Context: an optimization exercise on an open-source flow, tuned for small area and a short achievable clock period. The choices shown serve that exercise and are no tape-out recipe. Function was checked by simulation only, so behaviour that the tests miss may differ from the original. The flow treats the clock pin as an ideal source. Dropping or thinning the clock tree relies on that and would not hold on a real chip.

==> inputs of run A <==
Design multi_chnl_data_fmt, start of the top module:
module multi_chnl_data_fmt
(
    input  logic                      clk_i,
    input  logic                      rstn_i,
    input  logic [1:0]                cmd_i,
    input  logic [ADDR_WIDTH-1:0]     cmd_addr_i,
    input  logic [CMD_DATA_WIDTH-1:0] cmd_data_i,
    output logic [CMD_DATA_WIDTH-1:0] cmd_data_o,
    input  logic [CH_DATA_WIDTH-1:0]  ch0_data_i,
    input  logic [CH_DATA_WIDTH-1:0]  ch1_data_i,
    input  logic [CH_DATA_WIDTH-1:0]  ch2_data_i,
    input  logic                      ch0_vld_i,
    input  logic                      ch1_vld_i,
    input  logic                      ch2_vld_i,
    output logic                      ch0_ready_o,
    output logic                      ch1_ready_o,
    output logic                      ch2_ready_o,
    input  logic                      fmt_grant_i,
    output logic [CHID_WIDTH-1:0]     fmt_chid_o,
    output logic                      fmt_req_o,
    output logic [LEN_WIDTH-1:0]      fmt_length_o,
    output logic [CH_DATA_WIDTH-1:0]  fmt_data_o,
    output logic                      fmt_start_o,
    output logic                      fmt_end_o
);
    localparam int unsigned AW = $clog2(FIFO_DEPTH);
    localparam int unsigned NG = FIFO_DEPTH / 8;
    logic [CH_DATA_WIDTH-1:0]  ch_data   [NUM_CH];
    logic [NG-1:0][CH_DATA_WIDTH-1:0] fifo_rd [NUM_CH];
    logic [NG-1:0][CH_DATA_WIDTH-1:0] grp_n;
    logic [CNT_WIDTH-1:0]      fifo_free [NUM_CH];
    logic [AW-1:0]             fifo_rptr [NUM_CH];
    logic [FIFO_DEPTH-1:0]     sel_q     [NUM_CH];   
    logic [NUM_CH-1:0]         ch_vld, free_is0, free_is1;
    logic [NUM_CH-1:0]         fifo_push, fifo_pop, ctrl_hit;
    logic [NUM_CH-1:0]         ready_q, chid_oh_q, req_q, win_c;
    logic [CTRL_WIDTH-1:0]     ctrl_q    [NUM_CH];   
    logic [CTRL_WIDTH-1:0]     ctrl_d    [NUM_CH];
    logic                      gt01_q, gt02_q, gt12_q;   
    logic [5:0]                rd_data_c, cmd_data_q;
    logic                      st_idle_q, st_req_q, st_send_q, st_gap_q;
    logic [CHID_WIDTH-1:0]     chid_q;
    logic [LEN_WIDTH-1:0]      len_q, win_len_c;
    logic [4:0]                left_q;      
    logic                      more_q;      
  ...
export LEC_CHECK = 0
export CAP_MARGIN = 20
export CORE_MARGIN = 2
export CORE_UTILIZATION = 55
export CTS_CLUSTER_DIAMETER = 80
export CTS_CLUSTER_SIZE = 30
export SETUP_SLACK_MARGIN = 2.0
export SLEW_MARGIN = 60
export SYNTH_HIERARCHICAL = 1
export SYNTH_MINIMUM_KEEP_SIZE = 0
export TNS_END_PERCENT = 20
create_clock -name core_clock -period 4.0 [get_ports {clk_i}]
standard.sh (not shown) runs the stock make flow with config.mk's settings and CLKGATE_MAP_FILE= SYNTH_SCRIPT=/design/flow/synth_recipe.tcl, a recipe that flattens the netlist after the stock synthesis.
==> flow/flow/run.sh <==
#!/bin/bash
# The standard layout (the standard.sh: ORFS synthesis to finish) with these changes:
#  - the port buffers are built from buf_4 instead of the default buffer (every input and
#    output port still gets its own buffer);
#  - ABC maps the logic for a 1 fF load per output instead of 5, so the read tree's small
#    AND-OR gates come out at drive strength 1; timing repair upsizes what needs it;
#  - after clock_tree_synthesis, flow/post_cts.tcl replaces its three-level clock tree with a
#    balanced two-level one (clk_i -> 4 root clkbuf_16 -> ~25-flop leaf clkbuf_16 clusters),
#    upsizes the read tree's long-wire NAND4s, then repairs setup and hold as ORFS's CTS step
#    would (that step's own repair is skipped).
# Registers and their names are untouched. The make output goes to flow_make.log; ORFS's own
# logs (including the CTS step's, with post_cts.tcl's output) stay under orfs/logs.
set -euo pipefail
bash standard.sh 'BUFFER_PORTS_ARGS=-buffer_cell sky130_fd_sc_hd__buf_4' ABC_LOAD_IN_FF=1 \
    SKIP_CTS_REPAIR_TIMING=1 "POST_CTS_TCL=$PWD/flow/post_cts.tcl" finish > flow_make.log 2>&1
==> flow/flow/post_cts.tcl <==
# Replace the clock tree that clock_tree_synthesis built with a two-level one:
# clk_i -> 4 root clkbuf_16 -> leaf clkbuf_16 (about 30 flip-flops each) -> flip-flops.
source [file dirname [info script]]/mktree.tcl
set block [ord::get_db_block]
set clk [$block findNet clk_i]
# collect the tree's buffers and its sinks
set bufs {}
set sinks {}
set todo [list $clk]
while {[llength $todo]} {
  set net [lindex $todo 0]; set todo [lrange $todo 1 end]
  foreach it [$net getITerms] {
    if {[$it isOutputSignal]} { continue }
    set inst [$it getInst]
    set m [[$inst getMaster] getName]
    if {[string match "*df*" $m]} {
      lappend sinks $it
    } else {
      # clock buffers and clock_tree_synthesis's dummy loads
      lappend bufs $inst
      foreach oit [$inst getITerms] {
        if {[$oit isOutputSignal] && [$oit getNet] ne "NULL"} { lappend todo [$oit getNet] }
      }
    }
  }
}
puts "removing [llength $bufs] clock buffers, [llength $sinks] sinks"
foreach inst $bufs {
  foreach it [$inst getITerms] {
    set net [$it getNet]
    if {$net eq "NULL"} { continue }
    $it disconnect
    if {[$it isOutputSignal]} {
      foreach it2 [$net getITerms] { $it2 disconnect }
      odb::dbNet_destroy $net
    }
  }
  odb::dbInst_destroy $inst
}
foreach it $sinks { $it connect $clk }
set kinds {}
foreach it $sinks { lappend kinds [[[$it getInst] getMaster] getName] }
foreach k [lsort -unique $kinds] { puts "sink kind $k [llength [lsearch -all $kinds $k]]" }
build_clock_tree 25 11 2 2
# The read tree's group NAND4s drive the long wires to the cross-channel NOR3s: one size up.
set n 0
foreach inst [$block getInsts] {
  if {[[$inst getMaster] getName] ne "sky130_fd_sc_hd__nand4_1"} { continue }
  set onet [[$inst findITerm Y] getNet]
  if {$onet eq "NULL"} { continue }
  foreach it [$onet getITerms] {
    if {[string match "sky130_fd_sc_hd__nor3_*" [[[$it getInst] getMaster] getName]]} {
      replace_cell [$inst getName] sky130_fd_sc_hd__nand4_2
      incr n
      break
    }
  }
}
puts "upsized $n read-tree nand4"
detailed_placement
estimate_parasitics -placement
repair_timing -setup -setup_margin $::env(SETUP_SLACK_MARGIN) -repair_tns $::env(TNS_END_PERCENT) -match_cell_footprint -verbose
repair_timing -hold -hold_margin 0 -match_cell_footprint -verbose
detailed_placement
check_placement -verbose
report_clock_skew
Other scripts of this flow, unchanged in this note and not shown: flow/flow/mktree.tcl
==> run X (differences from run A) <==
--- a/flow/design.v
+++ b/flow/design.v
@@ -183,17 +183,17 @@
     logic [CH_DATA_WIDTH-1:0]  ch_data   [NUM_CH];
     logic [NG-1:0][CH_DATA_WIDTH-1:0] fifo_rd [NUM_CH];
     logic [NG-1:0][CH_DATA_WIDTH-1:0] grp_n;
     logic [CNT_WIDTH-1:0]      fifo_free [NUM_CH];
     logic [AW-1:0]             fifo_rptr [NUM_CH];
     logic [FIFO_DEPTH-1:0]     sel_q     [NUM_CH];   
     logic [NUM_CH-1:0]         ch_vld, free_is0, free_is1;
     logic [NUM_CH-1:0]         fifo_push, fifo_pop, ctrl_hit;
-    logic [NUM_CH-1:0]         ready_q, chid_oh_q, req_q, win_c;
+    logic [NUM_CH-1:0]         ready_n_q, ready_c, chid_oh_q, req_q, win_c;
     logic [CTRL_WIDTH-1:0]     ctrl_q    [NUM_CH];   
     logic [CTRL_WIDTH-1:0]     ctrl_d    [NUM_CH];
     logic                      gt01_q, gt02_q, gt12_q;   
     logic [5:0]                rd_data_c, cmd_data_q;
     logic                      st_idle_q, st_req_q, st_send_q, st_gap_q;
     logic [CHID_WIDTH-1:0]     chid_q;
     logic [LEN_WIDTH-1:0]      len_q, win_len_c;
     logic [4:0]                left_q;      
@@ -232,42 +232,43 @@
     endfunction
     function automatic logic prio_gt(input logic [1:0] a, input logic [1:0] b);
         prio_gt = (a[1] && !b[1]) || ((a[1] == b[1]) && a[0] && !b[0]);
     endfunction
     assign ch_data[0] = ch0_data_i;
     assign ch_data[1] = ch1_data_i;
     assign ch_data[2] = ch2_data_i;
     assign ch_vld  = {ch2_vld_i, ch1_vld_i, ch0_vld_i};
-    assign ch0_ready_o  = ready_q[0];
-    assign ch1_ready_o  = ready_q[1];
-    assign ch2_ready_o  = ready_q[2];
+    assign ready_c      = ~ready_n_q;
+    assign ch0_ready_o  = ready_c[0];
+    assign ch1_ready_o  = ready_c[1];
+    assign ch2_ready_o  = ready_c[2];
     assign cmd_data_o   = {26'b0, cmd_data_q};
     assign fmt_req_o    = fmt_req_q;
     assign fmt_chid_o   = chid_q;
     assign fmt_length_o = len_q;
     assign fmt_data_o   = fmt_data_q;
     assign fmt_start_o  = fmt_start_q;
     assign fmt_end_o    = fmt_end_q;
     assign pop_c   = (st_req_q && fmt_grant_i) || (st_send_q && more_q);
     assign pop_n_c = !pop_c;
     assign load_c  = st_idle_q && win_vld_c;
     for (genvar i = 0; i < NUM_CH; i++) begin : g_ch
-        assign fifo_push[i] = ch_vld[i] && ready_q[i];
+        assign fifo_push[i] = ch_vld[i] && ready_c[i];
         assign fifo_pop[i]  = pop_c && chid_oh_q[i];
         assign ctrl_hit[i]  = (cmd_i == CMD_WRITE) &&
                               (cmd_addr_i == (ADDR_CTRL_BASE + ADDR_WIDTH'(i) * ADDR_STRIDE));
         assign ctrl_d[i]    = ctrl_hit[i] ? cmd_data_i[CTRL_WIDTH-1:0] : ctrl_q[i];
         always_ff @(posedge clk_i or negedge rstn_i) begin
             if (!rstn_i) begin
-                ready_q[i] <= 1'b1;
-                req_q[i]   <= 1'b0;
+                ready_n_q[i] <= 1'b0;
+                req_q[i]     <= 1'b0;
             end else begin
-                ready_q[i] <= ctrl_d[i][0] && !fifo_pop[i]
-                              ? !(free_is0[i] || (free_is1[i] && fifo_push[i])) : ctrl_d[i][0];
+                ready_n_q[i] <= !(ctrl_d[i][0] && !fifo_pop[i]
+                                  ? !(free_is0[i] || (free_is1[i] && fifo_push[i])) : ctrl_d[i][0]);
                 req_q[i]   <= ctrl_d[i][0] &&
                               has_len_d(ctrl_d[i][5:3], fifo_free[i],
                                         fifo_push[i] && !fifo_pop[i], fifo_pop[i] && !fifo_push[i]);
             end
         end
         always_ff @(posedge clk_i) begin
             if (load_c)     sel_q[i] <= win_c[i] ? (FIFO_DEPTH'(1) << fifo_rptr[i]) : '0;
             else if (pop_c) sel_q[i] <= {sel_q[i][FIFO_DEPTH-2:0], sel_q[i][FIFO_DEPTH-1]};
--- a/flow/flow/post_cts.tcl
+++ b/flow/flow/post_cts.tcl
@@ -1,10 +1,10 @@
 # Replace the clock tree that clock_tree_synthesis built with a two-level one:
-# clk_i -> 4 root clkbuf_16 -> leaf clkbuf_16 (about 30 flip-flops each) -> flip-flops.
+# clk_i -> 4 root clkbuf_16 -> leaf clkbuf_16 (about 25 flip-flops each) -> flip-flops.
 source [file dirname [info script]]/mktree.tcl
 set block [ord::get_db_block]
 set clk [$block findNet clk_i]
 # collect the tree's buffers and its sinks
 set bufs {}
 set sinks {}
 set todo [list $clk]
 while {[llength $todo]} {
- SETUP_SLACK_MARGIN: 2.0 -> 1.9
==> results.sh <==
export IMPL_status="no timing/DRC/antenna violations"
export IMPL_die_h_um=470
export IMPL_place_inst=9638
export IMPL_final_cells=10000
export IMPL_multi_input_area_um2=24800
export IMPL_core_area_um2=217000
export IMPL_area_growth_pct=17.0
Source of the figures above: run X

==> results.sh <==
export IMPL_area_growth_pct=17.5
export IMPL_die_h_um=470
export IMPL_core_area_um2=217000
export IMPL_status="no timing/DRC/antenna violations"
export IMPL_place_inst=9591
export IMPL_final_cells=9954
Source of the figures above: run A

In every run of this note, the design's own scripts or RTL, not TritonCTS, make the clock network.

[re-timing with driven ports]
How much do the figures lean on ideal ports? The routed layouts below were timed once more, with nothing changed but the port constraints.
Step 1 assumes that a clkbuf_16 drives the clock port and a buf_2 every other input.
Step 2 moves the port delays by t, midway between the first and last clock arrival at a register: inputs arrive t later, outputs are due t later. That takes back most of the time a late clock gives input paths.
Slacks: ideal ports / drivers / drivers and shift; pairs: ideal ports / drivers.
| run | t (ns) | setup slack, ns | worst hold slack (ns) | latest minus earliest clock arrival (ns) | slew at the worst register clock pin (ns) |
|---|---|---|---|---|---|
| run A | 0.943 | 1.769 / 1.561 / 1.190 | 0.278 / 0.096 / 0.474 | 0.044 / 0.044 | 0.11 / 0.11 |
| run X | 0.940 | 1.769 / 1.581 / 1.265 | 0.268 / 0.086 / 0.500 | 0.041 / 0.040 | 0.12 / 0.12 |
After both steps every run listed still meets setup and hold. The setup slack of run A, which loses most, moves by -0.208 ns with the drivers and by -0.579 ns with both steps.
